Source: an optimization exercise on an open RTL-to-GDS flow (aim: small area and a short achievable clock period). Production flows keep margins and buffers that such runs may drop.
No functional check of the RTL was part of this run.

File: config.mk
export PLATFORM = sky130hd
export DESIGN_NAME = life_row_engine
export DESIGN_NICKNAME = life_row_engine
export VERILOG_FILES = /design/flow/design.v
export SDC_FILE = /design/flow/constraint.sdc
export NUM_CORES = 4
export LEC_CHECK = 0
export CAP_MARGIN = 20
export CORE_MARGIN = 2
export CORE_UTILIZATION = 40
export SLEW_MARGIN = 20
File: constraint.sdc
create_clock -name core_clock -period 11.5 [get_ports {clk}]
set_input_delay 2.3000 -clock core_clock [delete_from_list [all_inputs] [get_ports {clk}]]
set_output_delay 2.3000 -clock core_clock [all_outputs]
set_load 0.01 [all_outputs]
File: design.v
package life_pkg;
    localparam logic [8:0] CONWAY_BIRTH   = 9'b000001000;
    localparam logic [8:0] CONWAY_SURVIVE = 9'b000001100;
endpackage
module life_rule_cell (
    input  logic [1:0] s_l,
    input  logic [1:0] s_c,
    input  logic [1:0] s_r,
    input  logic       self,
    input  logic [8:0] birth_mask,
    input  logic [8:0] survive_mask,
    output logic       next
);
    logic t0, k1, x, y, t1, z;
    logic [9:0] bm, sm;
    assign t0 = s_l[0] ^ s_c[0] ^ s_r[0];
    assign k1 = (s_l[0] & s_c[0]) | (s_l[0] & s_r[0]) | (s_c[0] & s_r[0]);
    assign x  = s_l[1] ^ s_c[1] ^ s_r[1];
    assign y  = (s_l[1] & s_c[1]) | (s_l[1] & s_r[1]) | (s_c[1] & s_r[1]);
    assign t1 = x ^ k1;
    assign z  = x & k1;
    assign bm = {birth_mask[8], birth_mask};
    assign sm = {survive_mask, survive_mask[0]};
    logic [3:0] t;
    always_comb begin
        t    = {y & z, y ^ z, t1, t0};
        next = self ? sm[t] : bm[t];
    end
endmodule
module life_popcount64 (
    input  logic [63:0] x,
    output logic [6:0] y
);
    logic s0, c0, s1, c1, s2, c2, s3, c3;
    logic s4, c4, s5, c5, s6, c6, s7, c7;
    logic s8, c8, s9, c9, s10, c10, s11, c11;
    logic s12, c12, s13, c13, s14, c14, s15, c15;
    logic s16, c16, s17, c17, s18, c18, s19, c19;
    logic s20, c20, s21, c21, s22, c22, s23, c23;
    logic s24, c24, s25, c25, s26, c26, s27, c27;
    logic s28, c28, s29, c29, s30, c30, s31, c31;
    logic s32, c32, s33, c33, s34, c34, s35, c35;
    logic s36, c36, s37, c37, s38, c38, s39, c39;
    logic s40, c40, s41, c41, s42, c42, s43, c43;
    logic s44, c44, s45, c45, s46, c46, s47, c47;
    logic s48, c48, s49, c49, s50, c50, s51, c51;
    logic s52, c52, s53, c53, s54, c54, s55, c55;
    logic s56, c56, s57, c57, s58, c58, s59, c59;
    logic s60, c60, s61, c61, s62, c62;
    assign s0  = x[0] ^ x[10] ^ x[11];
    assign c0 = (x[0] & x[10]) | (x[0] & x[11]) | (x[10] & x[11]);
    assign s1  = x[12] ^ x[13] ^ x[14];
    assign c1 = (x[12] & x[13]) | (x[12] & x[14]) | (x[13] & x[14]);
    assign s2  = x[15] ^ x[16] ^ x[17];
    assign c2 = (x[15] & x[16]) | (x[15] & x[17]) | (x[16] & x[17]);
    assign s3  = x[18] ^ x[19] ^ x[1];
    assign c3 = (x[18] & x[19]) | (x[18] & x[1]) | (x[19] & x[1]);
    assign s4  = x[20] ^ x[21] ^ x[22];
    assign c4 = (x[20] & x[21]) | (x[20] & x[22]) | (x[21] & x[22]);
    assign s5  = x[23] ^ x[24] ^ x[25];
    assign c5 = (x[23] & x[24]) | (x[23] & x[25]) | (x[24] & x[25]);
    assign s6  = x[26] ^ x[27] ^ x[28];
    assign c6 = (x[26] & x[27]) | (x[26] & x[28]) | (x[27] & x[28]);
    assign s7  = x[29] ^ x[2] ^ x[30];
    assign c7 = (x[29] & x[2]) | (x[29] & x[30]) | (x[2] & x[30]);
    assign s8  = x[31] ^ x[32] ^ x[33];
    assign c8 = (x[31] & x[32]) | (x[31] & x[33]) | (x[32] & x[33]);
    assign s9  = x[34] ^ x[35] ^ x[36];
    assign c9 = (x[34] & x[35]) | (x[34] & x[36]) | (x[35] & x[36]);
    assign s10  = x[37] ^ x[38] ^ x[39];
    assign c10 = (x[37] & x[38]) | (x[37] & x[39]) | (x[38] & x[39]);
    assign s11  = x[3] ^ x[40] ^ x[41];
    assign c11 = (x[3] & x[40]) | (x[3] & x[41]) | (x[40] & x[41]);
    assign s12  = x[42] ^ x[43] ^ x[44];
    assign c12 = (x[42] & x[43]) | (x[42] & x[44]) | (x[43] & x[44]);
    assign s13  = x[45] ^ x[46] ^ x[47];
    assign c13 = (x[45] & x[46]) | (x[45] & x[47]) | (x[46] & x[47]);
    assign s14  = x[48] ^ x[49] ^ x[4];
    assign c14 = (x[48] & x[49]) | (x[48] & x[4]) | (x[49] & x[4]);
    assign s15  = x[50] ^ x[51] ^ x[52];
    assign c15 = (x[50] & x[51]) | (x[50] & x[52]) | (x[51] & x[52]);
    assign s16  = x[53] ^ x[54] ^ x[55];
    assign c16 = (x[53] & x[54]) | (x[53] & x[55]) | (x[54] & x[55]);
    assign s17  = x[56] ^ x[57] ^ x[58];
    assign c17 = (x[56] & x[57]) | (x[56] & x[58]) | (x[57] & x[58]);
    assign s18  = x[59] ^ x[5] ^ x[60];
    assign c18 = (x[59] & x[5]) | (x[59] & x[60]) | (x[5] & x[60]);
    assign s19  = x[61] ^ x[62] ^ x[63];
    assign c19 = (x[61] & x[62]) | (x[61] & x[63]) | (x[62] & x[63]);
    assign s20  = x[6] ^ x[7] ^ x[8];
    assign c20 = (x[6] & x[7]) | (x[6] & x[8]) | (x[7] & x[8]);
    assign s21  = x[9] ^ s0 ^ s1;
    assign c21 = (x[9] & s0) | (x[9] & s1) | (s0 & s1);
    assign s22  = s10 ^ s11 ^ s12;
    assign c22 = (s10 & s11) | (s10 & s12) | (s11 & s12);
    assign s23  = s13 ^ s14 ^ s15;
    assign c23 = (s13 & s14) | (s13 & s15) | (s14 & s15);
    assign s24  = s16 ^ s17 ^ s18;
    assign c24 = (s16 & s17) | (s16 & s18) | (s17 & s18);
    assign s25  = s19 ^ s2 ^ s20;
    assign c25 = (s19 & s2) | (s19 & s20) | (s2 & s20);
    assign s26  = s3 ^ s4 ^ s5;
    assign c26 = (s3 & s4) | (s3 & s5) | (s4 & s5);
    assign s27  = s6 ^ s7 ^ s8;
    assign c27 = (s6 & s7) | (s6 & s8) | (s7 & s8);
    assign s28  = s9 ^ s21 ^ s22;
    assign c28 = (s9 & s21) | (s9 & s22) | (s21 & s22);
    assign s29  = s23 ^ s24 ^ s25;
    assign c29 = (s23 & s24) | (s23 & s25) | (s24 & s25);
    assign s30  = s26 ^ s27 ^ s28;
    assign c30 = (s26 & s27) | (s26 & s28) | (s27 & s28);
    assign s31  = s29 ^ s30;
    assign c31 = s29 & s30;
    assign s32  = c0 ^ c1 ^ c10;
    assign c32 = (c0 & c1) | (c0 & c10) | (c1 & c10);
    assign s33  = c11 ^ c12 ^ c13;
    assign c33 = (c11 & c12) | (c11 & c13) | (c12 & c13);
    assign s34  = c14 ^ c15 ^ c16;
    assign c34 = (c14 & c15) | (c14 & c16) | (c15 & c16);
    assign s35  = c17 ^ c18 ^ c19;
    assign c35 = (c17 & c18) | (c17 & c19) | (c18 & c19);
    assign s36  = c2 ^ c20 ^ c3;
    assign c36 = (c2 & c20) | (c2 & c3) | (c20 & c3);
    assign s37  = c4 ^ c5 ^ c6;
    assign c37 = (c4 & c5) | (c4 & c6) | (c5 & c6);
    assign s38  = c7 ^ c8 ^ c9;
    assign c38 = (c7 & c8) | (c7 & c9) | (c8 & c9);
    assign s39  = c21 ^ c22 ^ c23;
    assign c39 = (c21 & c22) | (c21 & c23) | (c22 & c23);
    assign s40  = c24 ^ c25 ^ c26;
    assign c40 = (c24 & c25) | (c24 & c26) | (c25 & c26);
    assign s41  = c27 ^ s32 ^ s33;
    assign c41 = (c27 & s32) | (c27 & s33) | (s32 & s33);
    assign s42  = s34 ^ s35 ^ s36;
    assign c42 = (s34 & s35) | (s34 & s36) | (s35 & s36);
    assign s43  = s37 ^ s38 ^ c28;
    assign c43 = (s37 & s38) | (s37 & c28) | (s38 & c28);
    assign s44  = c29 ^ s39 ^ s40;
    assign c44 = (c29 & s39) | (c29 & s40) | (s39 & s40);
    assign s45  = s41 ^ s42 ^ c30;
    assign c45 = (s41 & s42) | (s41 & c30) | (s42 & c30);
    assign s46  = s43 ^ s44 ^ c31;
    assign c46 = (s43 & s44) | (s43 & c31) | (s44 & c31);
    assign s47  = s45 ^ s46;
    assign c47 = s45 & s46;
    assign s48  = c32 ^ c33 ^ c34;
    assign c48 = (c32 & c33) | (c32 & c34) | (c33 & c34);
    assign s49  = c35 ^ c36 ^ c37;
    assign c49 = (c35 & c36) | (c35 & c37) | (c36 & c37);
    assign s50  = c38 ^ c39 ^ c40;
    assign c50 = (c38 & c39) | (c38 & c40) | (c39 & c40);
    assign s51  = c41 ^ c42 ^ s48;
    assign c51 = (c41 & c42) | (c41 & s48) | (c42 & s48);
    assign s52  = s49 ^ c43 ^ c44;
    assign c52 = (s49 & c43) | (s49 & c44) | (c43 & c44);
    assign s53  = s50 ^ s51 ^ c45;
    assign c53 = (s50 & s51) | (s50 & c45) | (s51 & c45);
    assign s54  = s52 ^ c46 ^ c47;
    assign c54 = (s52 & c46) | (s52 & c47) | (c46 & c47);
    assign s55  = s53 ^ s54;
    assign c55 = s53 & s54;
    assign s56  = c48 ^ c49 ^ c50;
    assign c56 = (c48 & c49) | (c48 & c50) | (c49 & c50);
    assign s57  = c51 ^ c52 ^ s56;
    assign c57 = (c51 & c52) | (c51 & s56) | (c52 & s56);
    assign s58  = c53 ^ s57 ^ c54;
    assign c58 = (c53 & s57) | (c53 & c54) | (s57 & c54);
    assign s59  = c55 ^ s58;
    assign c59 = c55 & s58;
    assign s60  = c56 ^ c57 ^ c58;
    assign c60 = (c56 & c57) | (c56 & c58) | (c57 & c58);
    assign s61  = c59 ^ s60;
    assign c61 = c59 & s60;
    assign s62  = c60 ^ c61;
    assign c62 = c60 & c61;
    assign y[0] = s31;
    assign y[1] = s47;
    assign y[2] = s55;
    assign y[3] = s59;
    assign y[4] = s61;
    assign y[5] = s62;
    assign y[6] = c62;
endmodule
module life_row_engine #(
    parameter int WIDTH  = 64,
    parameter int HEIGHT = 32,
    parameter int WRAP   = 0
) (
    input  logic                                 clk,
    input  logic                                 rst_n,
    input  logic                                 start,
    input  logic [8:0]                           birth_mask,
    input  logic [8:0]                           survive_mask,
    input  logic                                 in_valid,
    output logic                                 in_ready,
    input  logic [WIDTH-1:0]                     in_row,
    output logic                                 out_valid,
    input  logic                                 out_ready,
    output logic [WIDTH-1:0]                     out_row,
    output logic                                 out_last,
    output logic                                 busy,
    output logic                                 gen_done,
    output logic [$clog2(WIDTH*HEIGHT+1)-1:0]    alive_count,
    output logic                                 stable
);
    localparam int CW = $clog2(WIDTH*HEIGHT+1);
    localparam int RW = $clog2(HEIGHT);
    localparam int PW = $clog2(WIDTH+1);
    logic             st_fill, st_run, st_drain, st_last;
    logic [8:0]       birth_q, survive_q;
    logic [WIDTH-1:0] prev_row, cur_row, below_row, new_row;
    logic [RW-1:0]    row_cnt;
    logic             pend;
    logic             out_free, start_go, take_fill, load_run, load_drain, load, shift, last_row;
    always_comb begin
        busy       = st_fill | st_run | st_drain | st_last;
        out_free   = !out_valid || out_ready;
        in_ready   = st_fill | (st_run & out_free);
        start_go   = !busy && start;
        take_fill  = st_fill && in_valid;
        load_run   = st_run && in_valid && out_free;
        load_drain = st_drain && out_free;
        load       = load_run | load_drain;
        shift      = take_fill | load;
        last_row   = (row_cnt == RW'(HEIGHT - 1));
        out_last   = st_last;    
    end
    always_ff @(posedge clk or negedge rst_n) begin
        if (!rst_n) begin
            st_fill   <= 1'b0;
            st_run    <= 1'b0;
            st_drain  <= 1'b0;
            st_last   <= 1'b0;
            row_cnt   <= '0;
            out_valid <= 1'b0;
            gen_done  <= 1'b0;
            pend      <= 1'b0;
            cur_row   <= '0;
        end else begin
            st_fill   <= start_go | (st_fill & !in_valid);
            st_run    <= take_fill | (st_run & !(load_run & last_row));
            st_drain  <= (load_run & last_row) | (st_drain & !out_free);
            st_last   <= load_drain | (st_last & !out_ready);
            gen_done  <= st_last & out_valid & out_ready;
            out_valid <= load | (out_valid & !out_ready);
            pend      <= load;
            if (take_fill | load_run) row_cnt <= row_cnt + RW'(1);
            if (shift) cur_row <= below_row;
        end
    end
    always_ff @(posedge clk) begin
        if (start_go) begin
            birth_q   <= birth_mask;
            survive_q <= survive_mask;
        end
        if (shift) prev_row <= cur_row;
        if (load)  out_row  <= new_row;
    end
    assign below_row = st_drain ? '0 : in_row;
    logic [1:0] col [WIDTH+2];
    assign col[0]       = 2'd0;
    assign col[WIDTH+1] = 2'd0;
    for (genvar j = 0; j < WIDTH; j++) begin : g_col
        assign col[j+1][0] = prev_row[j] ^ cur_row[j] ^ below_row[j];
        assign col[j+1][1] = (prev_row[j] & cur_row[j]) | (prev_row[j] & below_row[j])
                           | (cur_row[j] & below_row[j]);
    end
    for (genvar i = 0; i < WIDTH; i++) begin : g_cell
        life_rule_cell u_cell (
            .s_l (col[i]),
            .s_c (col[i+1]),
            .s_r (col[i+2]),
            .self(cur_row[i]),
            .birth_mask  (birth_q),
            .survive_mask(survive_q),
            .next(new_row[i])
        );
    end
    logic [PW-1:0] out_pop, row_pop;
    logic [CW-1:0] alive_q;
    life_popcount64 u_pop (.x(out_row), .y(out_pop));
    assign alive_count = alive_q + CW'(row_pop);
    always_ff @(posedge clk) begin
        row_pop <= pend ? out_pop : '0;
        if (start_go) begin
            alive_q <= '0;
            stable  <= 1'b1;
        end else begin
            alive_q <= alive_count;
            if (pend && out_row != prev_row) stable <= 1'b0;
        end
    end
endmodule
File: run.sh
#!/bin/bash
# synth_recipe.tcl (not shown) runs the flow's synth.tcl, then flattens the netlist and writes it again
# the make line also repeats each setting of config.mk as NAME=value (left out here)
make -C /OpenROAD-flow-scripts/flow DESIGN_CONFIG=/design/flow/config.mk WORK_HOME=/design/flow/orfs CLKGATE_MAP_FILE= SYNTH_SCRIPT=/design/flow/synth_recipe.tcl finish
==> metrics.yaml <==
status: "finished clean"
ios: 169
max_freq_mhz: 163.9
dp_hpwl_um: 60010
setup_tns_ns: 0
port-buffer-count: 168
seq_area_frac_synth: 0.2388
post-place-ws_ns: 5.308
diodes: 0
grt_max_degree: 70
grt_use_total: 0.2674
min_to: "row_cnt[2]"
routed_wl_um: 94750
max_slew_margin: 0.1977
synth_area_um2: 28000
regToRegEndpoint: "row_pop[5]"
syn_inst: 2342
drt_iter0_drc: 1714
fin_crit_sh: 0.5305
finalSetupViolations: 0
critPathLaunchType: "primary input"
drv_slew: 0
synth_seq_cells: 242
min_path_type: "flip-flop to flip-flop"
post_cts_buffers: 0
path_max_fanout: 6
htree_levels: 2
avgSynthCellArea_um2: 11.95
maxCapViolCount: 0
start_util: 0.4061
endpoint_kind: "output pin"
nets: 2852
cp_slowest_cell: "clkdlybuf4s50_1"
timing.hold.ws_ns: 0.4851
cts.sinks: 242
tightest_slew_ns: 1.203
synth.distinct_cells: 43
final_common_cell: "inv_1"
synth_fp_nets: 2824
drc: 0
synth_top_cell_area_share: 0.1773
cts_buffers: 34
async_reset_ff_frac: 0.3140
crit_chain: "clkdlybuf4s50_1 -> nand2b_1 -> a21o_1 -> clkdlybuf4s50_1"
hold_depth: 1
max_stage_delay_ns: 0.55
dr.pass1.iters: 7
ff2ff_setup_slack_ns: 5.77
wl_per_cell_um: 28.49
die_y_um: 268.6
fin_cells: 3326
rsz0062_at_grt: "false"
fin_crit_ns: 6.100
criticalPathCategory: "primary input to output pin"
num_vias: 20180
fin_skew_ns: 0.02713
hold_violations: 0
clockBufferDepth: 3
crit_start: "out_ready"
placed_cell_area_um2: 29970
r2r-start: "out_row[12]"
final_cell_mix: "419 x inv_1, 248 x fa_1, 167 x clkdlybuf4s50_1"
std_cell_rows: 96
utilization: 0.4512
min_from: "row_cnt[2]"
core_area_um2: 68950
ant_nets: 0
clock_latency_ns: 0.56
layout-drive-gt1-share: 0.1240
gp_congestion: 0.9081
synth_warnings: 4
cts-resized-gates: 0
die-area_um2: 72120
grt_antenna_before_repair: 2
setup_ws_ns: 5.400
clkTransAtPathRegs_ns: 0.06
synth-edff-count: 146
die_width_um: 268.6
hold_buffers: 0
yosys.area.top_type: "fa_1"
ys.flop_type: "edfxtp_1"
grt_pass1_vias: 21190
syn_to_final_growth_pct: 11.11
cts_tree: "yes"
grt_pass1_wl_um: 140300
grt_overflow: 0
crit_arrival_ns: 3.80
reg2regPathDepth: 19
cp.required_ns: 9.20
synth_area_leaders: "fa_1 18%, edfxtp_1 16%, mux4_2 12%"
finalInstanceArea_um2: 31110
crit_top_cell: "clkdlybuf4s50_1"
vias_per_cell: 6.066
root_buffer: "clkbuf_16"
dp.cells: 3264
-- routing by layer --
| layer | vias to the layer above | share of wire | wire, um | global-route usage |
|---|---|---|---|---|
| met2 | 1165 | 0.47 | 44190 | 0.4289 |
| met4 | 2 | 0.041 | 3856 | 0.1075 |
| met1 | 10450 | 0.39 | 37240 | 0.3491 |
| li1 | 8340 | - | - | - |
| met3 | 218 | 0.10 | 9451 | 0.06502 |
| met5 | - | 0.00021 | 20 | 0 |
-- layout make-up --
class / count / area, um^2
Timing Repair Buffer: 199 / 1932
Fill cell: 6247 / 37840
Sequential cell: 242 / 6688
Clock inverter: 12 / 116.4
Inverter: 420 / 1578
Tap cell: 931 / 1165
Clock buffer: 49 / 988.4
Multi-Input combinational cell: 1473 / 18640
-- sequential cells by signal, summed over array words and instances, names as in the netlist --
| register | cells |
|---|---|
| row_pop | 7 |
| st_run | 1 |
| row_cnt | 5 |
| out_valid | 1 |
| st_drain | 1 |
| st_last | 1 |
| survive_q | 9 |
| alive_q | 12 |
| cur_row | 64 |
| gen_done | 1 |
| prev_row | 64 |
| out_row | 64 |
| st_fill | 1 |
| birth_q | 9 |
| pend | 1 |
| stable | 1 |
-- cell families (layout without fill, tap and decap cells) --
logic type / after synthesis / in the layout / synth area share
buf+inv: 627 / 680 / 0.09613
flops: 242 / 242 / 0.2388
mux: 456 / 456 / 0.2839
compound gates: 258 / 258 / 0.06431
xor+xnor: 75 / 75 / 0.02346
fa+ha+maj: 395 / 395 / 0.2430
simple gates: 289 / 289 / 0.05028
-- cells in the mapped netlist, types with 29 or more instances --
master and instances:
inv_1 420, fa_1 248, mux2i_1 160, mux4_2 149, ha_1 147, edfxtp_1 146
clkbuf_1 123, o21ai_0 94, mux4_1 89, nand2_1 85, dfrtp_1 76, nor2_1 76
nor2b_1 66, a22o_1 64, mux2_2 58, xnor2_1 57, a2111oi_0 56, buf_2 41
buf_6 29
-- critical path: cells and delay by family --
family | cells | cell delay (ns)
AND/OR/NAND/NOR | 1 | 0.27
AO/OA/AOI/OAI | 1 | 0.19
buffers and inverters | 2 | 1.04
-- how the worst max path moves through the flow --
stage / cells after the start / end / slack (ns)
3_5_place_dp: 8 / prev_row[22] / 5.31
6_report: 4 / in_ready / 5.40
5_1_grt: 4 / in_ready / 5.31
3_3_place_gp: 8 / prev_row[28] / 5.29
4_1_cts: 4 / in_ready / 5.40
2_1_floorplan: 3 / out_row[0] / 5.75

-- static timing again, ports no longer ideal --
Ports are ideal in the flow. The routed layout listed here was re-timed in OpenROAD.
Step 1 sets driving cells, clkbuf_16 on the clock port and buf_2 on the other inputs (assumed; they add their load-dependent delay and slew).
Step 2 times the ports against the registers' clock, not the clock port: input delays grow and output delays shrink by t, the midpoint of the rising clock arrivals with the driver on.
Three values: ideal, step 1, step 2; two values: the first two.
t (ns): 0.603
setup WS [ns]: 5.400 / 5.372 / 5.372
hold WS [ns]: 0.485 / 0.485 / 0.485
After both steps setup and hold are still met in this run. The setup slack of this run moves by -0.028 ns with the drivers and by -0.028 ns with both steps.
